From an optimization exercise on the open Yosys and OpenROAD flow, aimed at small area, a short achievable clock period and few clock cycles; shortcuts taken in it are not production practice. RTL that was checked went through simulation tests only; none was proved equivalent to the original. Only the layout flow was run in run 1; the RTL was not checked for function there. No activity file was given, so power comes from the tool's default toggle rates.

==> flow/design.v, too long to show whole: its modules and the start of the top module <==
// module requant_argmax_pipe: 1498 lines
module requant_argmax_pipe #(
  parameter int ACC_W       = 25,
  parameter int OUT_W       = 8,
  parameter int MULT_W      = 16,
  parameter int SHIFT_W     = 5,
  parameter int NUM_CLASSES = 10,
  parameter int IDX_W       = $clog2(NUM_CLASSES)
) (
  input  logic                     clk,
  input  logic                     rst_n,
  input  logic                     cfg_load,
  input  logic signed [ACC_W-1:0]  cfg_bias,
  input  logic        [MULT_W-1:0] cfg_mult,
  input  logic       [SHIFT_W-1:0] cfg_shift,
  input  logic                     cfg_round,
  input  logic signed [OUT_W-1:0]  cfg_offset,
  input  logic signed [OUT_W-1:0]  cfg_min,
  input  logic signed [OUT_W-1:0]  cfg_max,
  output logic                     busy,
  input  logic                     in_valid,
  output logic                     in_ready,
  input  logic signed [ACC_W-1:0]  in_data,
  input  logic                     in_last,
  output logic                     out_valid,
  input  logic                     out_ready,
  output logic signed [OUT_W-1:0]  out_data,
  output logic                     out_last,
  output logic                     argmax_valid,
  output logic        [IDX_W-1:0]  argmax_idx,
  output logic signed [OUT_W-1:0]  argmax_val
);
  // ...
==> flow/flow/run.sh <==
#!/bin/bash
# The standard ORFS layout (standard.sh), with two changes to how it is
# made: repair_timing aims for 8.35 ns of setup slack at the design's clock
# period, and the port buffers are buf_2.
set -euo pipefail
bash standard.sh SETUP_SLACK_MARGIN=8.35 "BUFFER_PORTS_ARGS=-buffer_cell sky130_fd_sc_hd__buf_2" finish > standard_flow.log 2>&1
==> flow/standard.sh <==
#!/bin/bash
# synth_recipe.tcl (not shown) runs the flow's synth.tcl, then flattens the netlist and writes it again
# the make line also repeats each setting of config.mk as NAME=value (left out here)
make -C /OpenROAD-flow-scripts/flow DESIGN_CONFIG=/design/flow/config.mk WORK_HOME=/design/flow/orfs CLKGATE_MAP_FILE= SYNTH_SCRIPT=/design/flow/synth_recipe.tcl "${@:-finish}"
==> flow/config.mk <==
export PLATFORM = sky130hd
export DESIGN_NAME = requant_argmax_pipe
export DESIGN_NICKNAME = requant_argmax_pipe
export VERILOG_FILES = /design/flow/design.v
export SDC_FILE = /design/flow/constraint.sdc
export NUM_CORES = 4
export LEC_CHECK = 0
export ABC_AREA = 1
export CAP_MARGIN = 20
export CORE_MARGIN = 2
export CORE_UTILIZATION = 40
export CTS_CLUSTER_DIAMETER = 80
export CTS_CLUSTER_SIZE = 25
export SLEW_MARGIN = 20
==> flow/constraint.sdc <==
create_clock -name core_clock -period 12.0 [get_ports {clk}]
set_input_delay 2.4000 -clock core_clock [delete_from_list [all_inputs] [get_ports {clk}]]
set_output_delay 2.4000 -clock core_clock [all_outputs]
set_load 0.01 [all_outputs]
==> results.toml, run 1 <==
[run_status]
outcome = "complete, no violations"

[synthesis]
syn-instance-count = 3220
synth-edff-count = 54
yosysTopAreaCellShare = 0.240
compound_gate_fraction_of_synth_area = 0.137
postSynth.asyncResetShare = 0
synth_top_cells_by_area = "dfxtp_1, fa_1, ha_1"

[timing]
final_period_minus_worst_setup_slack_ns = 3.59
fin_setup_tns_ns = 0
max_clock_freq_mhz = 279
hold_viol_final = 0
relSlewSlack = 0.361
post-route-period-util = 0.299

[power_and_ir_drop]
comb_power_share = 0.610
total_leakage_power_nw = 14.1

[place]
placed_cells = 4073
port_buffers = 126
place_hpwl_microns = 55900

[cells_and_area]
multi_input_area_share = 0.551
finalNetCount = 3738
largest_cell_class = "multi-input combinational cells"

[grt]
grt_busiest_layer = "met2"

[critical_path]
r2r_setup_slack_ns = 8.45

[clock_network]
root_buffer = "clkbuf_16"

[floorplan]
placement_rows = 93
==> inputs of run 2 (changes only) <==
--- a/flow/design.v
+++ b/flow/design.v
@@ -1173,17 +1173,17 @@
   assign pb = {mul_w390, mul_w388, mul_w386, mul_w384, mul_w382, mul_w380, mul_w378, mul_w376, mul_w374, mul_w372, mul_w370, mul_w368, mul_w366, mul_w364, mul_w362, mul_w360, mul_w358, mul_w356, mul_w354, mul_w352, mul_w350, mul_w348, mul_w346, mul_w344, mul_w342, mul_w340, mul_w338, mul_w336, mul_w334, mul_w332, mul_w330, mul_w328, mul_w326, mul_w324, mul_w322, mul_w320, mul_w318, mul_w316, mul_w314, mul_neg1, 1'b0, mul_neg0};
   logic signed [41:0] p;
   logic        [41:0] x0;
   logic        [25:0] x1;
   logic        [17:0] x2;
   logic        [13:0] x3;
   logic        [11:0] x4;
   logic        [10:0] x5;
-  logic        [32:0] msk;
+  logic        [31:0] dif, msk;
   logic               sg, fits_d;
   logic [41:0] cpa_g0, cpa_p0;
   assign cpa_g0 = pa_q & pb_q;
   assign cpa_p0 = pa_q ^ pb_q;
   logic cpa_G1; assign cpa_G1 = cpa_g0[1] | (cpa_p0[1] & cpa_g0[0]);
   logic cpa_G2; assign cpa_G2 = cpa_g0[3] | (cpa_p0[3] & cpa_g0[2]);
   logic cpa_P2; assign cpa_P2 = cpa_p0[3] & cpa_p0[2];
   logic cpa_G3; assign cpa_G3 = cpa_g0[5] | (cpa_p0[5] & cpa_g0[4]);
@@ -1356,18 +1356,19 @@
   always_comb begin
     sg     = p[41];
     x0     = {p[40:0], 1'b0};
     x1     = shift_q[4] ? x0[41:16] : x0[25:0];
     x2     = shift_q[3] ? x1[25:8] : x1[17:0];
     x3     = shift_q[2] ? x2[17:4] : x2[13:0];
     x4     = shift_q[1] ? x3[13:2] : x3[11:0];
     x5     = shift_q[0] ? x4[11:1] : x4[10:0];
-    for (int j = 0; j < 33; j++) msk[j] = (6'(j) >= {1'b0, shift_q});
-    fits_d = (&(p[41:9] | ~msk)) || !(|(p[41:9] & msk));
+    dif    = p[40:9] ^ {32{sg}};
+    for (int j = 0; j < 32; j++) msk[j] = (5'(j) >= shift_q);
+    fits_d = ~|(dif & msk);
   end
   logic signed [11:0] kx, hi_d, lo_d, hi_q, lo_q;
   logic               mm_q;
   logic        [8:0]  t9;
   logic               gt, lt, selmax, selmin;
   logic signed [7:0]  res;
   always_comb begin
     kx     = $signed({{3{offset_q[7]}}, offset_q, rc_q});
==> results.toml, run 2 <==
[run_status]
outcome = "complete, no violations"

[critical_path]
timing.critical_path.cells = "buf_2"
critical-path-top-delay-family = "flip-flops"
cp_peak_stage_delay_ns = 0.46
critPathCaptureType = "output port"
arrival_time_at_the_worst_endpoint_ns = 1.22
ff_to_ff_start = "s_q[20]"
worst_flop_to_flop_path_endpoint = "pa_q[21]"
slowest_stage = "dfxtp_1"
r2r_setup_slack_ns = 8.41
worstPathRequired_ns = 9.60
cp_num_buf_inv = 1
crit_fanout = 3
path_depth = 1
crit_start = "od_q[3]"
r2r.worst_path.cells = 9
worst_setup_path_type = "flip-flop to output port"
timing.critical_path.from_type = "flip-flop"

[routing]
drc = 0
vias_per_cell = 5.25
finalWirelength_microns = 74800
dr.first_iter.drc_count = 1831
firstDrtPassIters = 5
drt.antenna.violating_nets = 0
wl_per_cell_microns = 17.9
num_vias = 22000

[cells_and_area]
post_route_cells_drive_above_1_share = 0.0854
mostFrequentLayoutCells = "nand2_1, inv_1, dfxtp_1"
layout_top_registers = "mem_q: 54 flops, pa_q: 42 flops, pb_q: 41 flops"
final_common_cell = "nand2_1"
finalNetCount = 3757
largest_register_ffs = 54
syn_to_final_growth_pct = 8.92
top_register = "mem_q"

[floorplan]
initial_utilization = 0.404
die_w_microns = 262
die-height_microns = 262
placement_rows = 94
die_ar_sq_um = 68400
placeableCoreArea_sq_um = 65700
ios = 127

[synthesis]
synth_common_cells = "nand2_1, inv_1, dfxtp_1"
yosys_most_used_dff = "dfxtp_1"
yosysTopAreaCellShare = 0.238
synth-edff-count = 54
synth.avg_cell_area_sq_um = 8.12
mappedNetlistNets = 3726
post_synth_num_cell_types = 52
synth.most_common_cell = "nand2_1"
synth_sequential_area_ratio = 0.299
synth_top_cells_by_area = "dfxtp_1, fa_1, ha_1"
ys_seq_elements = 369
syn-instance-count = 3269
postSynth.asyncResetShare = 0
syn-cell-area_sq_um = 26500
post-synth-top-area-cell = "dfxtp_1"
ys_warn_count = 2

[clock_network]
cts_max_level = 1
worstSkewPairLatency_ns = 0.58
cts_made_buffers = 23
cts_tree = "yes"
root_buffer = "clkbuf_16"
cts.sink_count = 369
clock_tree.buffer_depth = 3
path_clk_slew_ns = 0.09
cts_hold_repair.buffers = 0

[timing]
holdWs_ns = 0.335
final.setup_skew_ns = 0.0258
hold_viol_final = 0
relSlewSlack = 0.374
setup_viol = 0
finalMaxSlewViolations = 0
grt_setup_unrepaired = "true"
final_period_minus_worst_setup_slack_ns = 3.62
max_clock_freq_mhz = 276
fin_setup_tns_ns = 0
worst_slew_pin_slew_ns = 0.931
post-route-period-util = 0.302

[power_and_ir_drop]
clockPowerShare = 0.120
seqPwrFrac = 0.250
comb_power_share = 0.630
power_mw = 7.28
sw_frac_of_total = 0.489
total_leakage_power_nw = 14.2
power_density_nw_per_um2 = 252
total_switching_power_mw = 3.56
peakVddDrop_mv = 0.133
p_int_mw = 3.72

[grt]
gr-total-overflow = 0
overall_track_demand_over_capacity_in_global_routing = 0.216
initial_antenna_violation_count = 6
grt_first_pass_wirelength_microns = 116000
grt_max_degree = 111
first_global_vias = 21100

[place]
port_buffers = 126
place_hpwl_microns = 56000
gp_routability_congestion = 0.934

[worst_hold_path]
hold_crit_start = "ld_q"
worstHoldPathCells = 0
holdCritPathClass = "flip-flop to flip-flop"
hold_path_end = "ls_q"

[flow_run]
max_cap_viol_count = 0
run 2: cell count changes after synthesis, moves of 9 or more:
cell	previous run	this run
o21ai_0	158	149
nand3_1	177	195
a21oi_1	162	137
a22o_1	1	23
buf_2	17	2
nand4_1	30	13
clkbuf_1	106	117
nand2_1	515	560
run 2: per-stage QoR:
| stage | instances | util | worst slack, ns | cell area, sq um |
|---|---|---|---|---|
| after floorplan | 3269 | - | 8.34 | 26600 |
| after global placement | 4127 | 0.424 | 7.77 | 27900 |
| after detailed placement | 4127 | 0.424 | 7.74 | 27900 |
| after CTS | 4168 | 0.436 | 8.36 | 28700 |
| after global routing | 4182 | 0.440 | 8.32 | 28900 |
| final | 4182 | 0.440 | 8.38 | 28900 |
run 2: power by group through the flow:
stage                     logic, mW  registers, mW  clock network (mW)
after floorplan                3.43           1.74                   0
after global placement         4.43           1.84                   0
after detailed placement       4.53           1.84                   0
after CTS                      4.57           1.81               0.902
after global routing           5.28           1.85               0.942
final                          4.59           1.82               0.874
run 2: cells by family after synthesis:
kind of cell / synth area share
simple gates: 0.160
buf+inv: 0.0927
compound gates: 0.141
flops: 0.299
fa+ha+maj: 0.218
xor+xnor: 0.0894
mux: 0.000424
run 2: area by class of cell:
type	instances	area, sq um
Clock inverter	10	154
Timing Repair inverter	1	5.00
Fill cell	6497	36800
Sequential cell	369	7940
Antenna cell	3	7.51
Multi-Input combinational cell	2252	16200
Timing Repair Buffer	158	957
Inverter	495	1940
Tap cell	864	1080
Clock buffer	30	622
run 2: worst max-delay path by stage:
stage | end | slack, ns
2_1_floorplan | c_q[1] | 8.34
3_3_place_gp | rc_q | 7.77
3_5_place_dp | rc_q | 7.74
4_1_cts | out_data[3] | 8.36
5_1_grt | pa_q[23] | 8.32
6_report | out_data[3] | 8.38
run 2: layer usage:
metal	GRT usage	vias up	wire, microns
met5	0	-	28
met4	0.0628	6	2030
met3	0.0328	103	5490
met2	0.349	814	33500
met1	0.299	10300	33800
li1	-	10700	-
run 2: repair_timing:
action	CTS	global route
buffers inserted	1	10
resized for setup	27	20
setup endpoints to repair	48	40
cloned	0	1
pin swaps	0	0
Testbench counts of run 2, summed over its fixed seeds: cycles 9,640.
==> inputs of run 3 (changes only) <==
==> flow/flow/run.sh (replaced) <==
#!/bin/bash
# The standard ORFS layout (standard.sh), with two changes to how it is
# made: repair_timing aims for 8.6 ns of setup slack at the design's clock
# period, and the port buffers are buf_2.
set -euo pipefail
bash standard.sh SETUP_SLACK_MARGIN=8.6 "BUFFER_PORTS_ARGS=-buffer_cell sky130_fd_sc_hd__buf_2" finish > standard_flow.log 2>&1
==> results.toml, run 3 <==
[cells_and_area]
post_route_cells_drive_above_1_share = 0.143
layout_top_registers = "mem_q: 54 flops, pa_q: 42 flops, pb_q: 41 flops"
final_common_cell = "nand2_1"
top_register = "mem_q"
mostFrequentLayoutCells = "nand2_1, inv_1, dfxtp_1"
finalCoreUtilization = 0.465
syn_to_final_growth_pct = 15.2
finalNetCount = 3842
largest_register_ffs = 54

[synthesis]
synth.most_common_cell = "nand2_1"
area_share_of_fa_ha_maj_cells_after_synthesis = 0.218
syn-cell-area_sq_um = 26500
postSynth.asyncResetShare = 0
post-synth-top-area-cell = "dfxtp_1"
largest_family_of_logic_cells_by_synthesized_area = "adder cells"
ys_warn_count = 2
syn-instance-count = 3269
mappedNetlistNets = 3726
synth_top_cells_by_area = "dfxtp_1, fa_1, ha_1"
yosysTopAreaCellShare = 0.238
post_synth_num_cell_types = 52
synth_xor_xnor_area_share = 0.0894
ys_seq_elements = 369
synth_common_cells = "nand2_1, inv_1, dfxtp_1"
synth_sequential_area_ratio = 0.299
synth-simple-area-share = 0.160
synth-edff-count = 54
compound_gate_fraction_of_synth_area = 0.141
synth.avg_cell_area_sq_um = 8.12
muxShareOfSynthArea = 0.000424
yosys_most_used_dff = "dfxtp_1"

[timing]
hold_viol_final = 0
post-route-period-util = 0.291
max_clock_freq_mhz = 286
worst_slew_pin_slew_ns = 0.895
final.setup_skew_ns = 0.0203
grt_setup_unrepaired = "true"
finalMaxSlewViolations = 0
holdWs_ns = 0.333
worst_slack_ns = 8.51
relSlewSlack = 0.403
final_period_minus_worst_setup_slack_ns = 3.49
setup_viol = 0
fin_setup_tns_ns = 0

[routing]
finalWirelength_microns = 80000
vias_per_cell = 5.34
drc = 0
drt.antenna.violating_nets = 0
dr.first_iter.drc_count = 1984
num_vias = 22800
wl_per_cell_microns = 18.7
firstDrtPassIters = 5

[clock_network]
clock_tree.buffer_depth = 3
cts_tree = "yes"
cts_hold_repair.buffers = 0
path_clk_slew_ns = 0.09
cts.sink_count = 369
cts_max_level = 1
root_buffer = "clkbuf_16"
cts_made_buffers = 24
worstSkewPairLatency_ns = 0.59

[grt]
gr-total-overflow = 0
grt_first_pass_wirelength_microns = 122000
grt_max_degree = 76
first_global_vias = 22000
overall_track_demand_over_capacity_in_global_routing = 0.227
initial_antenna_violation_count = 6

[floorplan]
placement_rows = 94
initial_utilization = 0.404
die-height_microns = 262
die_ar_sq_um = 68400
die_w_microns = 262
placeableCoreArea_sq_um = 65700
ios = 127

[critical_path]
cp_num_buf_inv = 1
r2r_setup_slack_ns = 8.61
arrival_time_at_the_worst_endpoint_ns = 1.09
r2r.worst_path.cells = 11
cp_peak_stage_delay_ns = 0.38
timing.critical_path.from_type = "flip-flop"
worst_setup_path_type = "flip-flop to output port"
timing.critical_path.cells = "buf_6"
crit_fanout = 2
critPathCaptureType = "output port"
critical-path-top-delay-family = "flip-flops"
ff_to_ff_start = "s_q[13]"
worstPathRequired_ns = 9.60
slowest_stage = "dfxtp_4"
worst_flop_to_flop_path_endpoint = "pa_q[13]"

[power_and_ir_drop]
peakVddDrop_mv = 0.134
power_density_nw_per_um2 = 249
total_leakage_power_nw = 14.7

[place]
gp_routability_congestion = 0.941
place_hpwl_microns = 56500
pre_cts_slack_ns = 7.58
port_buffers = 126

[worst_hold_path]
hold_crit_start = "ld_q"
worstHoldPathCells = 0
hold_path_end = "ls_q"
holdCritPathClass = "flip-flop to flip-flop"

[run_status]
outcome = "complete, no violations"

[flow_run]
max_cap_viol_count = 0
## run 3: changes by cell type in the layout (fill, tap and decap cells not counted), moves of 20 or more
| cell | change |
|---|---|
| dfxtp_2 | +34 |
| buf_4 | +49 |
| buf_6 | +36 |
| dfxtp_1 | -55 |
| o22ai_1 | -20 |
| inv_1 | -24 |
| buf_2 | -26 |
| dfxtp_4 | +21 |
## run 3: cell type report
| class | instances | area (sq um) |
|---|---|---|
| clock inverters | 15 | 205 |
| fillers | 6339 | 35200 |
| repair buffers | 232 | 1920 |
| well taps | 864 | 1080 |
| multi-input cells | 2252 | 16500 |
| flip-flops and latches | 369 | 8060 |
| clock buffers | 28 | 626 |
| inverters | 495 | 2140 |
| diodes | 3 | 7.51 |
| repair inverters | 11 | 66.3 |
## run 3: worst max path at each step
stage                            from             to  slack (ns)  cells after the start
after global placement       cfg_load      btwo_q[2]        7.65                      8
after detailed placement     cfg_load      btwo_q[4]        7.58                      8
after floorplan             out_ready         n_q[1]        8.41                      8
final                         od_q[1]    out_data[1]        8.51                      1
after CTS                     od_q[1]    out_data[1]        8.46                      1
after global routing      am_val_q[7]  argmax_val[7]        8.48                      1
## run 3: repair_timing
item / in CTS / in global routing
resized for setup: 156 / 103
endpoints found under the setup margin: 144 / 133
buffers inserted: 62 / 20
pin swaps: 6 / 32
cloned: 9 / 5
## run 3: kinds of logic after synthesis
group	count (synthesis)
compound gates	619
xor+xnor	271
fa+ha+maj	355
buf+inv	648
flops	369
mux	1
simple gates	1006
## run 3: layer usage
metal / global-route usage / part of all wire / up-vias
li1: - / - / 10900
met3: 0.0423 / 0.092 / 170
met4: 0.0786 / 0.034 / 8
met1: 0.318 / 0.44 / 10700
met5: 0 / 0.00057 / -
met2: 0.350 / 0.43 / 954
## run 3: stage by stage
step	power, mW	instance area (sq um)	instances
floorplan	5.18	26700	3269
global placement	6.27	27900	4127
detailed placement	6.38	27900	4127
CTS	7.52	29900	4241
global route	8.41	30600	4267
finish	7.62	30600	4269
## run 3: power by group
group / switching [mW] / total [mW] / internal, mW
Clock: 0.511 / 0.919 / 0.408
Sequential: 0.227 / 1.86 / 1.63
Combinational: 2.96 / 4.84 / 1.88
Total: 3.70 / 7.62 / 3.92
==> inputs of run 4 (changes only) <==
==> flow/flow/run.sh (replaced) <==
#!/bin/bash
# The standard ORFS layout (standard.sh), with two changes to how it is
# made: repair_timing aims for 8.5 ns of setup slack at the design's clock
# period, and the port buffers are buf_2.
set -euo pipefail
bash standard.sh SETUP_SLACK_MARGIN=8.5 "BUFFER_PORTS_ARGS=-buffer_cell sky130_fd_sc_hd__buf_2" finish > standard_flow.log 2>&1
==> results.toml, run 4 <==
[synthesis]
synth_common_cells = "nand2_1, inv_1, dfxtp_1"
synth-edff-count = 54
synth.most_common_cell = "nand2_1"
post-synth-top-area-cell = "dfxtp_1"
ys_seq_elements = 369
post_synth_num_cell_types = 52
synth_sequential_area_ratio = 0.299
mappedNetlistNets = 3726
syn-cell-area_sq_um = 26500
synth.avg_cell_area_sq_um = 8.12
yosysTopAreaCellShare = 0.238
syn-instance-count = 3269
yosys_most_used_dff = "dfxtp_1"
synth_top_cells_by_area = "dfxtp_1, fa_1, ha_1"
postSynth.asyncResetShare = 0
ys_warn_count = 2

[critical_path]
critPathCaptureType = "output port"
worstPathRequired_ns = 9.60
cp_peak_stage_delay_ns = 0.40
ff_to_ff_start = "s_q[13]"
worst_flop_to_flop_path_endpoint = "pb_q[26]"
r2r_setup_slack_ns = 8.55
worst_setup_path_type = "flip-flop to output port"
slowest_stage = "dfxtp_4"
arrival_time_at_the_worst_endpoint_ns = 1.09
r2r.worst_path.cells = 10
critical-path-top-delay-family = "flip-flops"
timing.critical_path.cells = "buf_6"
crit_fanout = 3
timing.critical_path.from_type = "flip-flop"
cp_num_buf_inv = 1

[clock_network]
cts_hold_repair.buffers = 0
cts_made_buffers = 24
worstSkewPairLatency_ns = 0.59
cts_tree = "yes"
path_clk_slew_ns = 0.10
cts_max_level = 1
cts.sink_count = 369
clock_tree.buffer_depth = 3
root_buffer = "clkbuf_16"

[routing]
wl_per_cell_microns = 18.3
vias_per_cell = 5.32
drt.antenna.violating_nets = 0
dr.first_iter.drc_count = 2145
finalWirelength_microns = 77700
drc = 0
num_vias = 22600
firstDrtPassIters = 5

[timing]
hold_viol_final = 0
post-route-period-util = 0.291
setup_viol = 0
final_period_minus_worst_setup_slack_ns = 3.49
final.setup_skew_ns = 0.0317
grt_setup_unrepaired = "true"
worst_slew_pin_slew_ns = 0.841
relSlewSlack = 0.438
max_clock_freq_mhz = 286
fin_setup_tns_ns = 0
finalMaxSlewViolations = 0

[cells_and_area]
fill_cells = 6375
seq_area_sq_um = 8010
largest_register_ffs = 54
post_route_cells_drive_above_1_share = 0.122
top_register = "mem_q"
layout.cells.non_filler = 4247
finalNetCount = 3821
mostFrequentLayoutCells = "nand2_1, inv_1, dfxtp_1"
final_common_cell = "nand2_1"
multiInputGateArea_sq_um = 16300
layout_top_registers = "mem_q: 54 flops, pa_q: 42 flops, pb_q: 41 flops"
syn_to_final_growth_pct = 13.1

[worst_hold_path]
worstHoldPathCells = 0
hold_crit_start = "ld_q"
holdCritPathClass = "flip-flop to flip-flop"
hold_path_end = "ls_q"

[place]
placed_cells = 4118
port_buffers = 126
gp_routability_congestion = 0.919
place_hpwl_microns = 55600

[floorplan]
initial_utilization = 0.404
placement_rows = 94
die_w_microns = 262
ios = 127
die_ar_sq_um = 68400
die-height_microns = 262
placeableCoreArea_sq_um = 65700

[grt]
gr-total-overflow = 0
first_global_vias = 21700
initial_antenna_violation_count = 5
grt_max_degree = 111
overall_track_demand_over_capacity_in_global_routing = 0.221
grt_first_pass_wirelength_microns = 119000

[power_and_ir_drop]
total_leakage_power_nw = 14.5
peakVddDrop_mv = 0.162
power_density_nw_per_um2 = 251

[flow_run]
max_cap_viol_count = 0

[run_status]
outcome = "complete, no violations"
run 4: cell counts after synthesis:
Identical to the previous run, type by type.
run 4: power by group:
part	internal, mW	switching, mW
Sequential	1.62	0.228
Clock	0.421	0.504
Combinational	1.84	2.90
Total	3.89	3.63
run 4: kinds of logic after synthesis:
family	synth area share
mux	0.000424
fa+ha+maj	0.218
compound gates	0.141
buf+inv	0.0927
simple gates	0.160
xor+xnor	0.0894
flops	0.299
run 4: how the worst max path moves through the flow:
| stage | slack, ns | depth (start not counted) | end | start |
|---|---|---|---|---|
| finish | 8.51 | 1 | out_data[1] | od_q[1] |
| global route | 8.47 | 9 | pa_q[20] | bone_q[7] |
| CTS | 8.47 | 1 | out_valid | ov_q |
| global placement | 7.64 | 7 | od_q[7] | out_ready |
| detailed placement | 7.61 | 7 | od_q[7] | out_ready |
| floorplan | 8.41 | 8 | n_q[1] | out_ready |
run 4: layout make-up:
type                            count  area share
Clock inverter                     11     0.00588
Timing Repair Buffer              213      0.0541
Timing Repair inverter              9     0.00163
Inverter                          495      0.0701
Sequential cell                   369       0.267
Tap cell                          864      0.0360
Antenna cell                        3    0.000250
Clock buffer                       31      0.0219
Multi-Input combinational cell   2252       0.543
run 4: metal layers:
layer  GRT usage  routed length, microns
met5     0.00556                      65
met4      0.0758                    2670
met3      0.0410                    7450
met2       0.347                   33600
met1       0.306                   33900
run 4: stage by stage:
step | hold slack (ns) | setup slack [ns] | total power, mW | instance area [sq um] | util
floorplan | 0.310 | 8.41 | 5.18 | 26600 | -
global placement | 0.313 | 7.64 | 6.25 | 27800 | 0.424
detailed placement | 0.313 | 7.61 | 6.35 | 27800 | 0.424
CTS | 0.335 | 8.47 | 7.43 | 29300 | 0.446
global route | 0.345 | 8.47 | 8.35 | 30000 | 0.456
finish | 0.335 | 8.51 | 7.52 | 30000 | 0.457
run 4: timing repair:
action,4_1_cts,5_1_grt
pin swaps,1,13
gates cloned,2,8
resized for setup,86,75
buffers inserted,42,32
setup endpoints to repair,125,126
==> inputs of run 5 (changes only) <==
--- a/flow/config.mk
+++ b/flow/config.mk
@@ -9,6 +9,6 @@
 export CAP_MARGIN = 20
 export CORE_MARGIN = 2
 export CORE_UTILIZATION = 40
-export CTS_CLUSTER_DIAMETER = 80
-export CTS_CLUSTER_SIZE = 25
+export CTS_CLUSTER_DIAMETER = 90
+export CTS_CLUSTER_SIZE = 28
 export SLEW_MARGIN = 20
==> results.toml, run 5 <==
[synthesis]
ys_warn_count = 2
post-synth-top-area-cell = "dfxtp_1"
yosysTopAreaCellShare = 0.238
synth.most_common_cell = "nand2_1"
post_synth_num_cell_types = 52
synth_sequential_area_ratio = 0.299
syn-cell-area_sq_um = 26500
synth-edff-count = 54
ys_seq_elements = 369
mappedNetlistNets = 3726
postSynth.asyncResetShare = 0
synth_common_cells = "nand2_1, inv_1, dfxtp_1"
yosys_most_used_dff = "dfxtp_1"
synth_top_cells_by_area = "dfxtp_1, fa_1, ha_1"
synth.avg_cell_area_sq_um = 8.12
syn-instance-count = 3269

[critical_path]
timing.critical_path.from_type = "flip-flop"
critical-path-top-delay-family = "flip-flops"
r2r_setup_slack_ns = 8.57
ff_to_ff_start = "bone_q[1]"
crit_fanout = 3
arrival_time_at_the_worst_endpoint_ns = 1.08
timing.critical_path.cells = "buf_6"
worst_setup_path_type = "flip-flop to output port"
cp_peak_stage_delay_ns = 0.40
critPathCaptureType = "output port"
cp_num_buf_inv = 1
worst_flop_to_flop_path_endpoint = "pb_q[26]"
r2r.worst_path.cells = 9
slowest_stage = "dfxtp_4"
worstPathRequired_ns = 9.60

[cells_and_area]
seq_area_sq_um = 8020
layout_top_registers = "mem_q: 54 flops, pa_q: 42 flops, pb_q: 41 flops"
syn_to_final_growth_pct = 12.4
mostFrequentLayoutCells = "nand2_1, inv_1, dfxtp_1"
fill_cells = 6414
largest_register_ffs = 54
finalNetCount = 3823
post_route_cells_drive_above_1_share = 0.126
final_common_cell = "nand2_1"
multiInputGateArea_sq_um = 16300
top_register = "mem_q"
layout.cells.non_filler = 4244

[grt]
global_route.usage.met2 = 0.346
gr-total-overflow = 0
grt_busiest_layer = "met2"
grt_util_met3 = 0.0409
grt_first_pass_wirelength_microns = 119000
overall_track_demand_over_capacity_in_global_routing = 0.221
grt_max_degree = 111
first_global_vias = 21700
initial_antenna_violation_count = 4
globalRouteMet1Util = 0.307

[flow_run]
max_cap_viol_count = 0

[timing]
hold_viol_final = 0
setup_viol = 0
worst_slew_pin_slew_ns = 0.860
grt_setup_unrepaired = "true"
finalMaxSlewViolations = 0
max_clock_freq_mhz = 287
final_period_minus_worst_setup_slack_ns = 3.48
relSlewSlack = 0.426
final.setup_skew_ns = 0.0308
post-route-period-util = 0.290
fin_setup_tns_ns = 0

[clock_network]
clock_tree.buffer_depth = 3
cts_made_buffers = 21
cts_hold_repair.buffers = 0
cts.sink_count = 369
cts_tree = "yes"
path_clk_slew_ns = 0.11
worstSkewPairLatency_ns = 0.57
root_buffer = "clkbuf_16"
cts_max_level = 1

[routing]
drc = 0
firstDrtPassIters = 8
num_vias = 22600
drt.antenna.violating_nets = 0
vias_per_cell = 5.32
finalWirelength_microns = 78200
wl_per_cell_microns = 18.4
dr.first_iter.drc_count = 2019

[power_and_ir_drop]
power_density_nw_per_um2 = 248
peakVddDrop_mv = 0.126
total_leakage_power_nw = 14.4

[floorplan]
die_ar_sq_um = 68400
placeableCoreArea_sq_um = 65700
die-height_microns = 262
ios = 127
initial_utilization = 0.404
die_w_microns = 262
placement_rows = 94

[worst_hold_path]
holdCritPathClass = "flip-flop to flip-flop"
hold_crit_start = "lt_q"
hold_path_end = "lu_q"
worstHoldPathCells = 0

[place]
gp_routability_congestion = 0.919
port_buffers = 126
place_hpwl_microns = 55600
placed_cells = 4118

[run_status]
outcome = "complete, no violations"
[run 5: area by class of cell]
type                       count  share of cell area
antenna                        1           0.0000839
clock buffer                  26              0.0183
clock inverter                10             0.00566
inverter                     495              0.0697
multi-input combinational   2252               0.546
sequential                   369               0.269
tap                          864              0.0362
timing repair buffer         216              0.0528
timing repair inverter        11             0.00201
[run 5: worst max-delay path by stage]
stage | startpoint | to | cells after the start
2_1_floorplan | out_ready | n_q[1] | 8
3_3_place_gp | out_ready | od_q[7] | 7
3_5_place_dp | out_ready | od_q[7] | 7
4_1_cts | ov_q | out_valid | 1
5_1_grt | bone_q[7] | pa_q[20] | 9
6_report | od_q[1] | out_data[1] | 1
[run 5: layer usage]
metal  routed length [microns]  vias up
met3                      7320      147
met5                        69        -
met1                     34000    10600
li1                          -    10900
met2                     34200      944
met4                      2540        4
[run 5: kinds of logic after synthesis]
family / count (synthesis) / share of synthesized area
adder cells (fa/ha/maj): 355 / 0.218
AO/OA/AOI/OAI: 619 / 0.141
XOR/XNOR: 271 / 0.0894
flip-flops: 369 / 0.299
AND/OR/NAND/NOR: 1006 / 0.160
multiplexers: 1 / 0.000424
buffers and inverters: 648 / 0.0927
[run 5: power by group]
part	total (mW)	internal, mW	switching (mW)
Combinational	4.72	1.83	2.89
Clock	0.833	0.353	0.479
Sequential	1.85	1.62	0.230
[run 5: metrics by stage]
stage | cell area, sq um | util | power (mW) | hold WS (ns) | setup WS, ns
floorplan | 26600 | - | 5.18 | 0.310 | 8.41
global placement | 27800 | 0.424 | 6.25 | 0.313 | 7.64
detailed placement | 27800 | 0.424 | 6.35 | 0.313 | 7.61
CTS | 29300 | 0.445 | 7.34 | 0.338 | 8.47
global route | 29800 | 0.454 | 8.25 | 0.348 | 8.46
finish | 29800 | 0.454 | 7.41 | 0.338 | 8.52
[run 5: what timing repair did]
item                       CTS  global route
pin swaps                    1            12
resized for setup           90            72
setup endpoints to repair  127            90
buffers inserted            48            29
cloned                       1            11
==> inputs of run 6 (changes only) <==
--- a/flow/config.mk
+++ b/flow/config.mk
@@ -9,6 +9,6 @@
 export CAP_MARGIN = 20
 export CORE_MARGIN = 2
 export CORE_UTILIZATION = 40
-export CTS_CLUSTER_DIAMETER = 90
-export CTS_CLUSTER_SIZE = 28
+export CTS_CLUSTER_DIAMETER = 100
+export CTS_CLUSTER_SIZE = 30
 export SLEW_MARGIN = 20
==> results.toml, run 6 <==
[critical_path]
critical-path-top-delay-family = "flip-flops"
timing.critical_path.from_type = "flip-flop"
ff_to_ff_start = "s_q[4]"
cp_num_buf_inv = 1
path_depth = 1
critPathCaptureType = "output port"
cp_peak_stage_delay_ns = 0.36
worstPathRequired_ns = 9.60
timing.critical_path.cells = "buf_2"
r2r.worst_path.cells = 9
crit_start = "am_val_q[5]"
slowest_stage = "dfxtp_1"
arrival_time_at_the_worst_endpoint_ns = 1.07
worst_setup_path_type = "flip-flop to output port"
crit_fanout = 2

[synthesis]
yosysTopAreaCellShare = 0.238
synth_common_cells = "nand2_1, inv_1, dfxtp_1"
synth.avg_cell_area_sq_um = 8.12
ys_seq_elements = 369
synth-edff-count = 54
postSynth.asyncResetShare = 0
post-synth-top-area-cell = "dfxtp_1"
syn-instance-count = 3269
syn-cell-area_sq_um = 26500
ys_warn_count = 2
synth_sequential_area_ratio = 0.299
yosys_most_used_dff = "dfxtp_1"
post_synth_num_cell_types = 52
mappedNetlistNets = 3726
synth_top_cells_by_area = "dfxtp_1, fa_1, ha_1"
synth.most_common_cell = "nand2_1"

[place]
pre_cts_slack_ns = 7.61
gp_routability_congestion = 0.919
port_buffers = 126
place_hpwl_microns = 55600

[floorplan]
placement_rows = 94
ios = 127
placeableCoreArea_sq_um = 65700
die_w_microns = 262
die-height_microns = 262
die_ar_sq_um = 68400
initial_utilization = 0.404

[routing]
drt.antenna.violating_nets = 0
finalWirelength_microns = 76700
wl_per_cell_microns = 18.2
firstDrtPassIters = 5
num_vias = 22400
vias_per_cell = 5.31
drc = 0
dr.first_iter.drc_count = 2044

[timing]
final_period_minus_worst_setup_slack_ns = 3.47
worst_slack_ns = 8.53
final.setup_skew_ns = 0.0186
relSlewSlack = 0.414
max_clock_freq_mhz = 289
setup_viol = 0
finalMaxSlewViolations = 0
fin_setup_tns_ns = 0
worst_slew_pin_slew_ns = 0.877
grt_setup_unrepaired = "true"
holdWs_ns = 0.338
post-route-period-util = 0.289
hold_viol_final = 0

[cells_and_area]
largest_register_ffs = 54
mostFrequentLayoutCells = "nand2_1, inv_1, dfxtp_1"
layout_top_registers = "mem_q: 54 flops, pa_q: 42 flops, pb_q: 41 flops"
top_register = "mem_q"
post_route_cells_drive_above_1_share = 0.114
syn_to_final_growth_pct = 11.4
finalCoreUtilization = 0.450
final_common_cell = "nand2_1"
finalNetCount = 3800

[power_and_ir_drop]
power_mw = 7.29
p_int_mw = 3.75
seqPwrFrac = 0.253
power_density_nw_per_um2 = 247
total_switching_power_mw = 3.54
clockPowerShare = 0.103
sw_frac_of_total = 0.486
comb_power_share = 0.644
total_leakage_power_nw = 14.3
peakVddDrop_mv = 0.121

[grt]
gr-total-overflow = 0
initial_antenna_violation_count = 4
grt_max_degree = 111
overall_track_demand_over_capacity_in_global_routing = 0.220
first_global_vias = 21500
grt_first_pass_wirelength_microns = 119000

[clock_network]
path_clk_slew_ns = 0.12
clock_tree.buffer_depth = 3
cts_max_level = 1
cts_made_buffers = 18
root_buffer = "clkbuf_16"
worstSkewPairLatency_ns = 0.55
cts_hold_repair.buffers = 0
cts.sink_count = 369
cts_tree = "yes"

[run_status]
outcome = "complete, no violations"

[worst_hold_path]
holdCritPathClass = "flip-flop to flip-flop"
hold_crit_start = "ld_q"
worstHoldPathCells = 0

[flow_run]
max_cap_viol_count = 0
[run 6: what timing repair did]
item / 4_1_cts / 5_1_grt
pin swaps: 1 / 10
endpoints found under the hold margin: 0 / 0
cloned: 1 / 4
buffers inserted: 44 / 20
resized for setup: 84 / 59
setup endpoints to repair: 129 / 86
[run 6: power by group through the flow]
stage          Combinational [mW]  Clock, mW  Sequential, mW
2_1_floorplan                3.43          0            1.75
3_3_place_gp                 4.40          0            1.85
3_5_place_dp                 4.51          0            1.85
4_1_cts                      4.63      0.776            1.84
5_1_grt                      5.44      0.814            1.88
6_report                     4.69      0.752            1.85
[run 6: path summary, 6_finish.rpt]
kind | slack (ns) | end
max | 8.53 | argmax_val[5]
min | 0.34 | ls_q
max reg2reg | 8.56 | pa_q[16]
min reg2reg | 0.34 | ls_q
[run 6: kinds of logic (layout without fill, tap and decap cells)]
family / count (synthesis) / after routing / synth area share
and+or+nand+nor: 1006 / 1006 / 0.160
DFF: 369 / 369 / 0.299
adders and majority gates: 355 / 355 / 0.218
AOI/OAI and AO/OA: 619 / 619 / 0.141
muxes: 1 / 1 / 0.000424
other: 0 / 1 / 0
xor gates and xnor gates: 271 / 271 / 0.0894
buffers and inverters: 648 / 733 / 0.0927
[run 6: area by class of cell]
type	instances	area [sq um]
Antenna cell	1	2.50
Tap cell	864	1080
Timing Repair inverter	4	20.0
Clock buffer	24	494
Inverter	495	2070
Fill cell	6442	36200
Clock inverter	7	87.6
Timing Repair Buffer	203	1520
Multi-Input combinational cell	2252	16300
Sequential cell	369	7990
[run 6: through the flow]
step / cells / cell area, sq um
after floorplan: 3269 / 26600
after global placement: 4118 / 27800
after detailed placement: 4118 / 27800
after CTS: 4194 / 29100
after global routing: 4218 / 29600
final: 4219 / 29600
[run 6: routing by layer]
| layer | track usage | part of all wire |
|---|---|---|
| met5 | 0 | 0.00031 |
| met4 | 0.0721 | 0.033 |
| met3 | 0.0390 | 0.086 |
| met2 | 0.345 | 0.44 |
| met1 | 0.308 | 0.44 |
==> inputs of run 7 (changes only) <==
--- a/flow/config.mk
+++ b/flow/config.mk
@@ -9,6 +9,8 @@
 export CAP_MARGIN = 20
 export CORE_MARGIN = 2
 export CORE_UTILIZATION = 40
+export CTS_BUF_LIST = sky130_fd_sc_hd__clkbuf_16
 export CTS_CLUSTER_DIAMETER = 100
 export CTS_CLUSTER_SIZE = 30
 export SLEW_MARGIN = 20
+export TNS_END_PERCENT = 5
==> results.toml, run 7 <==
[run_status]
outcome = "complete, no violations"

[critical_path]
r2r.worst_path.cells = 10
worst_flop_to_flop_path_endpoint = "pa_q[27]"
timing.critical_path.mode_cell = "fa_1"
crit_fanout = 24
critical-path-top-delay-family = "adder cells"
ff_to_ff_start = "bneg_q[0]"
cp_peak_stage_delay_ns = 0.54
worstPathRequired_ns = 12.44
critPathCaptureType = "flip-flop"
crit_start = "bneg_q[0]"
worst_setup_path_type = "flip-flop to flip-flop"
arrival_time_at_the_worst_endpoint_ns = 3.98
timing.critical_path.from_type = "flip-flop"
path_depth = 10
r2r_setup_slack_ns = 8.47
slowest_stage = "fa_1"
cp_num_buf_inv = 5
timing.critical_path.cells = "clkbuf_8 -> clkinv_4 -> xor2_1 -> inv_1 -> fa_1 -> inv_1 -> fa_1 -> inv_1 -> fa_1 -> fa_1"
crit_path_end = "pa_q[27]"

[power_and_ir_drop]
total_leakage_power_nw = 14.2
p_int_mw = 3.71
clockPowerShare = 0.105
comb_power_share = 0.643
total_switching_power_mw = 3.55
power_density_nw_per_um2 = 249
seqPwrFrac = 0.252
sw_frac_of_total = 0.489
power_mw = 7.26
peakVddDrop_mv = 0.127

[grt]
initial_antenna_violation_count = 5
globalRouteMet1Util = 0.305
first_global_vias = 21500
gr-total-overflow = 0
grt_max_degree = 111
grt_busiest_layer = "met2"
overall_track_demand_over_capacity_in_global_routing = 0.220
global_route.usage.met2 = 0.347
grt_first_pass_wirelength_microns = 118000
grt_util_met3 = 0.0370

[synthesis]
synth.avg_cell_area_sq_um = 8.12
synth-simple-area-share = 0.160
syn-instance-count = 3269
ys_warn_count = 2
mappedNetlistNets = 3726
synth.most_common_cell = "nand2_1"
synth_xor_xnor_area_share = 0.0894
synth-edff-count = 54
yosys_most_used_dff = "dfxtp_1"
ys_seq_elements = 369
compound_gate_fraction_of_synth_area = 0.141
postSynth.asyncResetShare = 0
muxShareOfSynthArea = 0.000424
post_synth_num_cell_types = 52
synth_sequential_area_ratio = 0.299
post-synth-top-area-cell = "dfxtp_1"
synth_top_cells_by_area = "dfxtp_1, fa_1, ha_1"
yosysTopAreaCellShare = 0.238
area_share_of_fa_ha_maj_cells_after_synthesis = 0.218
largest_family_of_logic_cells_by_synthesized_area = "adder cells"
synth_common_cells = "nand2_1, inv_1, dfxtp_1"
syn-cell-area_sq_um = 26500

[clock_network]
root_buffer = "clkbuf_16"
cts.sink_count = 369
cts_tree = "yes"
path_clk_slew_ns = 0.11
cts_hold_repair.buffers = 0
worstSkewPairLatency_ns = 0.57
cts_max_level = 1
clock_tree.buffer_depth = 3
cts_made_buffers = 18

[timing]
finalMaxSlewViolations = 0
setup_viol = 0
final.setup_skew_ns = 0.0161
final_period_minus_worst_setup_slack_ns = 3.53
fin_setup_tns_ns = 0
worst_slew_pin_slew_ns = 0.874
grt_setup_unrepaired = "true"
post-route-period-util = 0.294
relSlewSlack = 0.412
hold_viol_final = 0
worst_slack_ns = 8.47
max_clock_freq_mhz = 283

[cells_and_area]
layout_top_registers = "mem_q: 54 flops, pa_q: 42 flops, pb_q: 41 flops"
final_cell_area_sq_um = 29100
top_register = "mem_q"
syn_to_final_growth_pct = 9.80
fill_cells = 6532
largest_register_ffs = 54
post_route_cells_drive_above_1_share = 0.0985
mostFrequentLayoutCells = "nand2_1, inv_1, dfxtp_1"
finalCoreUtilization = 0.443
final_common_cell = "nand2_1"
finalNetCount = 3777

[place]
pre_cts_slack_ns = 7.68
place_hpwl_microns = 55300
dpl_cell_area_sq_um = 27900
gp_routability_congestion = 0.921
port_buffers = 126

[worst_hold_path]
worstHoldPathCells = 0
holdCritPathClass = "flip-flop to flip-flop"

[routing]
firstDrtPassIters = 6
dr.first_iter.drc_count = 2021
num_vias = 22100
wl_per_cell_microns = 18.0
vias_per_cell = 5.27
drc = 0
drt.antenna.violating_nets = 0
finalWirelength_microns = 75300

[floorplan]
die_ar_sq_um = 68400
placement_rows = 94
initial_utilization = 0.404
ios = 127
die_w_microns = 262
die-height_microns = 262
placeableCoreArea_sq_um = 65700

[flow_run]
max_cap_viol_count = 0
-- run 7: worst reg2reg max path, stage by stage, from the launching register on --
cell,delay (ns)
dfxtp_1,0.34
clkbuf_8,0.30
clkinv_4,0.21
xor2_1,0.24
inv_1,0.14
fa_1,0.54
inv_1,0.05
fa_1,0.54
inv_1,0.06
fa_1,0.51
fa_1,0.48
-- run 7: logic make-up (layout without fill, tap and decap cells) --
logic type / Yosys count / count (layout)
xor gates and xnor gates: 271 / 271
and+or+nand+nor: 1006 / 1006
AOI/OAI and AO/OA: 619 / 619
muxes: 1 / 1
buffers and inverters: 648 / 710
other: 0 / 1
adders and majority gates: 355 / 355
DFF: 369 / 369
-- run 7: what timing repair did --
action,in CTS,in global routing
resized for setup,61,32
buffers inserted,20,18
endpoints found under the setup margin,124,153
cloned,0,2
pin swaps,1,0
-- run 7: stage by stage --
step / hold WS [ns] / cells
final: 0.340 / 4196
after global routing: 0.353 / 4195
after CTS: 0.345 / 4175
after detailed placement: 0.318 / 4124
after global placement: 0.313 / 4124
after floorplan: 0.310 / 3269
-- run 7: power by group through the flow --
stage	Sequential, mW	Clock [mW]	Combinational (mW)
2_1_floorplan	1.74	0	3.43
3_3_place_gp	1.84	0	4.45
3_5_place_dp	1.83	0	4.56
4_1_cts	1.82	0.788	4.63
5_1_grt	1.86	0.827	5.39
6_report	1.83	0.763	4.66
-- run 7: how the worst min path moves through the flow --
stage	endpoint	start
after floorplan	ls_q	ld_q
after global placement	lu_q	lt_q
after detailed placement	ls_q	ld_q
after CTS	ls_q	ld_q
after global routing	ls_q	ld_q
final	lu_q	lt_q
-- run 7: layer usage --
metal	wire length [microns]	share of wire	vias up
li1	-	-	10800
met1	34200	0.45	10300
met2	32900	0.44	854
met3	5750	0.076	135
met4	2460	0.033	6
met5	34	0.00045	-
-- run 7: area by class of cell --
| class | instances | area (sq um) | share of cell area |
|---|---|---|---|
| tap | 864 | 1080 | 0.0371 |
| timing repair inverter | 2 | 10.0 | 0.000343 |
| clock buffer | 18 | 450 | 0.0155 |
| sequential | 369 | 7970 | 0.273 |
| timing repair buffer | 182 | 1230 | 0.0421 |
| clock inverter | 13 | 156 | 0.00537 |
| antenna | 1 | 2.50 | 0.0000859 |
| multi-input combinational | 2252 | 16200 | 0.557 |
| inverter | 495 | 2010 | 0.0689 |
==> inputs of run 8 (changes only) <==
--- a/flow/config.mk
+++ b/flow/config.mk
@@ -13,4 +13,3 @@
 export CTS_CLUSTER_DIAMETER = 100
 export CTS_CLUSTER_SIZE = 30
 export SLEW_MARGIN = 20
-export TNS_END_PERCENT = 5
==> results.toml, run 8 <==
[clock_network]
path_clk_slew_ns = 0.12
clock_tree.buffer_depth = 3
cts_made_buffers = 18
cts_hold_repair.buffers = 0
root_buffer = "clkbuf_16"
cts_tree = "yes"
cts_max_level = 1
cts.sink_count = 369
worstSkewPairLatency_ns = 0.56

[synthesis]
ys_seq_elements = 369
mappedNetlistNets = 3726
synth_top_cells_by_area = "dfxtp_1, fa_1, ha_1"
syn-cell-area_sq_um = 26500
yosysTopAreaCellShare = 0.238
post-synth-top-area-cell = "dfxtp_1"
synth.avg_cell_area_sq_um = 8.12
syn-instance-count = 3269
synth_sequential_area_ratio = 0.299
postSynth.asyncResetShare = 0
ys_warn_count = 2
post_synth_num_cell_types = 52
synth_common_cells = "nand2_1, inv_1, dfxtp_1"
synth.most_common_cell = "nand2_1"
synth-edff-count = 54
yosys_most_used_dff = "dfxtp_1"

[cells_and_area]
final_cell_area_sq_um = 29600
largest_register_ffs = 54
finalNetCount = 3800
mostFrequentLayoutCells = "nand2_1, inv_1, dfxtp_1"
final_common_cell = "nand2_1"
layout_top_registers = "mem_q: 54 flops, pa_q: 42 flops, pb_q: 41 flops"
top_register = "mem_q"
post_route_cells_drive_above_1_share = 0.114
syn_to_final_growth_pct = 11.4

[critical_path]
slowest_stage = "dfxtp_4"
timing.critical_path.cells = "buf_6"
ff_to_ff_start = "s_q[13]"
cp_num_buf_inv = 1
r2r.worst_path.cells = 10
worst_flop_to_flop_path_endpoint = "pa_q[13]"
r2r_setup_slack_ns = 8.57
worstPathRequired_ns = 9.60
timing.critical_path.from_type = "flip-flop"
worst_setup_path_type = "flip-flop to output port"
critical-path-top-delay-family = "flip-flops"
cp_peak_stage_delay_ns = 0.38
crit_fanout = 3
arrival_time_at_the_worst_endpoint_ns = 1.06
critPathCaptureType = "output port"

[worst_hold_path]
hold_path_end = "ls_q"
worstHoldPathCells = 0
hold_crit_start = "ld_q"
holdCritPathClass = "flip-flop to flip-flop"

[timing]
holdWs_ns = 0.339
setup_viol = 0
final_period_minus_worst_setup_slack_ns = 3.46
post-route-period-util = 0.288
max_clock_freq_mhz = 289
worst_slew_pin_slew_ns = 0.870
relSlewSlack = 0.420
final.setup_skew_ns = 0.0155
hold_viol_final = 0
finalMaxSlewViolations = 0
grt_setup_unrepaired = "true"
fin_setup_tns_ns = 0

[routing]
drt.antenna.violating_nets = 0
dr.first_iter.drc_count = 2023
drc = 0
wl_per_cell_microns = 18.2
num_vias = 22400
vias_per_cell = 5.30
finalWirelength_microns = 76700
firstDrtPassIters = 6

[floorplan]
initial_utilization = 0.404
placeableCoreArea_sq_um = 65700
die_ar_sq_um = 68400
die-height_microns = 262
die_w_microns = 262
placement_rows = 94
ios = 127

[grt]
gr-total-overflow = 0
grt_first_pass_wirelength_microns = 119000
grt_max_degree = 111
globalRouteMet1Util = 0.307
grt_util_met3 = 0.0394
grt_busiest_layer = "met2"
first_global_vias = 21500
initial_antenna_violation_count = 4
overall_track_demand_over_capacity_in_global_routing = 0.220
global_route.usage.met2 = 0.346

[place]
dpl_cell_area_sq_um = 27800
port_buffers = 126
gp_routability_congestion = 0.919
place_hpwl_microns = 55600

[power_and_ir_drop]
p_int_mw = 3.75
clockPowerShare = 0.102
comb_power_share = 0.644
total_leakage_power_nw = 14.3
sw_frac_of_total = 0.486
total_switching_power_mw = 3.54
peakVddDrop_mv = 0.121
seqPwrFrac = 0.253
power_density_nw_per_um2 = 246

[flow_run]
max_cap_viol_count = 0

[run_status]
outcome = "complete, no violations"
## run 8: what timing repair did
item | 4_1_cts | 5_1_grt
gates cloned | 1 | 4
hold endpoints to repair | 0 | 0
setup endpoints to repair | 129 | 87
buffers inserted | 44 | 20
gates resized for setup | 84 | 60
pin swaps | 1 | 10
## run 8: kinds of logic after synthesis
group                    synth area share
AO/OA/AOI/OAI                       0.141
XOR/XNOR                           0.0894
adder cells (fa/ha/maj)             0.218
buffers and inverters              0.0927
flip-flops                          0.299
multiplexers                     0.000424
AND/OR/NAND/NOR                     0.160
## run 8: stage by stage
step	worst slack [ns]	utilization	power, mW	cells
2_1_floorplan	8.41	-	5.18	3269
3_3_place_gp	7.64	0.424	6.25	4118
3_5_place_dp	7.61	0.424	6.35	4118
4_1_cts	8.49	0.442	7.24	4194
5_1_grt	8.43	0.450	8.13	4218
6_report	8.54	0.450	7.28	4219
## run 8: how the worst max path moves through the flow
| stage | start | to | slack, ns | depth (start not counted) |
|---|---|---|---|---|
| after floorplan | out_ready | n_q[1] | 8.41 | 8 |
| after global placement | out_ready | od_q[7] | 7.64 | 7 |
| after detailed placement | out_ready | od_q[7] | 7.61 | 7 |
| after CTS | ov_q | out_valid | 8.49 | 1 |
| after global routing | s_q[12] | pa_q[20] | 8.43 | 9 |
| final | od_q[3] | out_data[3] | 8.54 | 1 |
## run 8: worst register-to-register path, delay by kind of cell (launching register included)
family	cells	cell delay, ns
AOI/OAI and AO/OA	1	0.26
xor gates and xnor gates	1	0.20
adders and majority gates	4	2.09
buffers and inverters	4	0.39
DFF	1	0.38
## run 8: layout make-up
type	count	area, sq um
multi-input cells	2252	16300
well taps	864	1080
fillers	6442	36200
clock buffers	19	475
inverters	495	2070
repair buffers	203	1520
flip-flops and latches	369	7990
repair inverters	4	20.0
clock inverters	12	106
diodes	1	2.50
## run 8: power by group through the flow
stage	clock network [mW]	logic, mW	registers (mW)
floorplan	0	3.43	1.75
global placement	0	4.40	1.85
detailed placement	0	4.51	1.85
CTS	0.772	4.63	1.84
global route	0.810	5.44	1.88
finish	0.744	4.69	1.85
## run 8: metal layers
layer | wire, microns | vias up
li1 | - | 10800
met1 | 34500 | 10500
met2 | 33700 | 848
met3 | 5960 | 130
met5 | 24 | -
met4 | 2480 | 4
==> inputs of run 9 (changes only) <==
==> flow/flow/run.sh (replaced) <==
#!/bin/bash
# The standard ORFS layout (standard.sh), with two changes to how it is
# made: repair_timing aims for 8.5 ns of setup slack at the design's clock
# period, and the port buffers are buf_1.
set -euo pipefail
bash standard.sh SETUP_SLACK_MARGIN=8.5 "BUFFER_PORTS_ARGS=-buffer_cell sky130_fd_sc_hd__buf_1" finish > standard_flow.log 2>&1
==> results.toml, run 9 <==
[place]
gp_routability_congestion = 0.913
port_buffers = 126
dpl_cell_area_sq_um = 27700
place_hpwl_microns = 56000

[synthesis]
mappedNetlistNets = 3726
synth.avg_cell_area_sq_um = 8.12
synth.most_common_cell = "nand2_1"
synth-edff-count = 54
yosys_most_used_dff = "dfxtp_1"
synth_sequential_area_ratio = 0.299
ys_seq_elements = 369
ys_warn_count = 2
synth_common_cells = "nand2_1, inv_1, dfxtp_1"
post_synth_num_cell_types = 52
postSynth.asyncResetShare = 0
syn-instance-count = 3269
yosysTopAreaCellShare = 0.238
post-synth-top-area-cell = "dfxtp_1"
synth_top_cells_by_area = "dfxtp_1, fa_1, ha_1"
syn-cell-area_sq_um = 26500

[flow_run]
max_cap_viol_count = 0

[floorplan]
initial_utilization = 0.404
die_w_microns = 262
die-height_microns = 262
placeableCoreArea_sq_um = 65700
ios = 127
placement_rows = 94
die_ar_sq_um = 68400

[critical_path]
worst_flop_to_flop_path_endpoint = "pa_q[25]"
r2r_setup_slack_ns = 8.56
timing.critical_path.from_type = "flip-flop"
worst_setup_path_type = "flip-flop to output port"
arrival_time_at_the_worst_endpoint_ns = 1.08
r2r.worst_path.cells = 10
timing.critical_path.cells = "buf_6"
cp_num_buf_inv = 1
ff_to_ff_start = "bone_q[7]"
critPathCaptureType = "output port"
slowest_stage = "dfxtp_4"
critical-path-top-delay-family = "flip-flops"
cp_peak_stage_delay_ns = 0.40
worstPathRequired_ns = 9.60
crit_fanout = 2

[run_status]
outcome = "complete, no violations"

[cells_and_area]
largest_register_ffs = 54
final_common_cell = "nand2_1"
top_register = "mem_q"
final_cell_area_sq_um = 29500
post_route_cells_drive_above_1_share = 0.0878
syn_to_final_growth_pct = 11.2
finalNetCount = 3808
mostFrequentLayoutCells = "nand2_1, inv_1, dfxtp_1"
layout_top_registers = "mem_q: 54 flops, pa_q: 42 flops, pb_q: 41 flops"
n_antenna_cell = 0

[worst_hold_path]
hold_path_end = "lt_q"
holdCritPathClass = "flip-flop to flip-flop"
worstHoldPathCells = 0
hold_crit_start = "ls_q"

[timing]
post-route-period-util = 0.290
grt_setup_unrepaired = "true"
setup_viol = 0
max_clock_freq_mhz = 288
hold_viol_final = 0
fin_setup_tns_ns = 0
relSlewSlack = 0.422
worst_slew_pin_slew_ns = 0.866
finalMaxSlewViolations = 0
final.setup_skew_ns = 0.0293
final_period_minus_worst_setup_slack_ns = 3.48

[routing]
drt.antenna.violating_nets = 0
num_vias = 22300
wl_per_cell_microns = 18.4
drc = 0
dr.first_iter.drc_count = 2010
vias_per_cell = 5.27
finalWirelength_microns = 77900
firstDrtPassIters = 6

[clock_network]
clock_tree.buffer_depth = 3
cts.sink_count = 369
root_buffer = "clkbuf_16"
cts_made_buffers = 18
worstSkewPairLatency_ns = 0.57
path_clk_slew_ns = 0.11
cts_hold_repair.buffers = 0
cts_tree = "yes"
cts_max_level = 1

[power_and_ir_drop]
total_leakage_power_nw = 14.1
power_density_nw_per_um2 = 249
peakVddDrop_mv = 0.133
power_mw = 7.34

[grt]
grt_max_degree = 111
overall_track_demand_over_capacity_in_global_routing = 0.223
first_global_vias = 21400
gr-total-overflow = 0
grt_first_pass_wirelength_microns = 120000
initial_antenna_violation_count = 3
[run 9: cell counts after synthesis]
Identical to the previous run, type by type.
[run 9: what timing repair did]
| item | CTS | global route |
|---|---|---|
| cloned | 2 | 5 |
| setup buffers | 41 | 22 |
| endpoints found under the setup margin | 139 | 102 |
| resized for setup | 104 | 70 |
| pin swaps | 1 | 1 |
[run 9: layout make-up]
class	count	area [sq um]
inverters	495	2040
multi-input cells	2252	16300
clock inverters	11	124
flip-flops and latches	369	8010
well taps	864	1080
clock buffers	19	475
fillers	6417	36200
repair inverters	6	30.0
repair buffers	209	1480
[run 9: logic make-up after synthesis]
logic type                 count (synthesis)  synth area share
AOI/OAI and AO/OA                        619             0.141
xor gates and xnor gates                 271            0.0894
adders and majority gates                355             0.218
buffers and inverters                    648            0.0927
DFF                                      369             0.299
muxes                                      1          0.000424
and+or+nand+nor                         1006             0.160
[run 9: stage by stage]
step,hold slack [ns],cells,utilization,worst slack (ns)
after detailed placement,0.313,4125,0.422,7.57
after global placement,0.312,4125,0.422,7.64
after global routing,0.354,4225,0.449,8.49
final,0.338,4225,0.449,8.52
after floorplan,0.310,3269,-,8.41
after CTS,0.341,4198,0.442,8.48
[run 9: where the power goes]
| part | leakage, nW | switching, mW | internal, mW |
|---|---|---|---|
| sequential | 3.11 | 0.224 | 1.62 |
| combinational | 10.7 | 2.90 | 1.84 |
| clock | 0.305 | 0.450 | 0.307 |
| total | 14.1 | 3.58 | 3.77 |
[run 9: worst max-delay path by stage]
stage | from | end | depth (start not counted)
6_report | ol_q | out_last | 1
5_1_grt | ol_q | out_last | 1
4_1_cts | ov_q | out_valid | 1
3_5_place_dp | rst_n | am_val_q[5] | 7
3_3_place_gp | rst_n | am_val_q[0] | 7
2_1_floorplan | out_ready | n_q[1] | 8
[run 9: worst reg2reg max path, delay by kind of cell (launching register included)]
kind / cells / cell delay [ns]
buffers and inverters: 4 / 0.49
xor gates and xnor gates: 1 / 0.13
adders and majority gates: 4 / 2.01
AOI/OAI and AO/OA: 1 / 0.26
DFF: 1 / 0.41
[run 9: routing by layer]
| metal | share of wire | wire length (microns) | GRT usage | vias to the layer above |
|---|---|---|---|---|
| met5 | 0.00048 | 37 | 0 | - |
| met2 | 0.44 | 34100 | 0.351 | 851 |
| met3 | 0.089 | 6950 | 0.0443 | 146 |
| met1 | 0.44 | 34200 | 0.307 | 10400 |
| li1 | - | - | - | 10800 |
| met4 | 0.033 | 2570 | 0.0687 | 6 |

## what the ideal ports hide
How much do the figures lean on ideal ports? The routed layouts below were timed once more, with nothing changed but the port constraints.
Step 1 (the two cells are an assumption about what drives the block):
set clk [get_ports {clk}]
set_driving_cell -lib_cell sky130_fd_sc_hd__clkbuf_16 $clk
set_driving_cell -lib_cell sky130_fd_sc_hd__buf_2 [delete_from_list [all_inputs] $clk]
Step 2 adds t to the input delays and takes it off the output delays; t is the mean of the earliest and latest rising clock arrival at the registers after step 1. Input paths then give back, and output paths get back, about the clock's delay inside the block.
Three values: ideal ports, drivers, drivers and shift; two values: the first two.
| run | shift t [ns] | setup WS [ns] | latest minus earliest clock arrival (ns) | worst register clock-pin slew, ns |
|---|---|---|---|---|
| run 1 | 0.651 | 8.413 / 8.349 / 7.913 | 0.033 / 0.032 | 0.10 / 0.10 |
| run 2 | 0.627 | 8.379 / 8.325 / 7.891 | 0.035 / 0.035 | 0.11 / 0.11 |
| run 3 | 0.645 | 8.509 / 8.448 / 8.105 | 0.021 / 0.021 | 0.10 / 0.10 |
| run 4 | 0.637 | 8.506 / 8.446 / 8.011 | 0.040 / 0.039 | 0.10 / 0.10 |
| run 5 | 0.617 | 8.517 / 8.458 / 8.027 | 0.032 / 0.032 | 0.12 / 0.12 |
| run 6 | 0.610 | 8.535 / 8.475 / 8.047 | 0.028 / 0.028 | 0.12 / 0.12 |
| run 7 | 0.626 | 8.468 / 8.432 / 8.038 | 0.020 / 0.020 | 0.12 / 0.12 |
| run 8 | 0.609 | 8.539 / 8.479 / 8.032 | 0.022 / 0.023 | 0.12 / 0.12 |
| run 9 | 0.617 | 8.523 / 8.459 / 8.086 | 0.036 / 0.036 | 0.12 / 0.12 |
After both steps setup and hold are still met in every run listed. For run 8, which loses most, drivers alone change the setup slack by -0.060 ns; drivers and shift together by -0.507 ns.
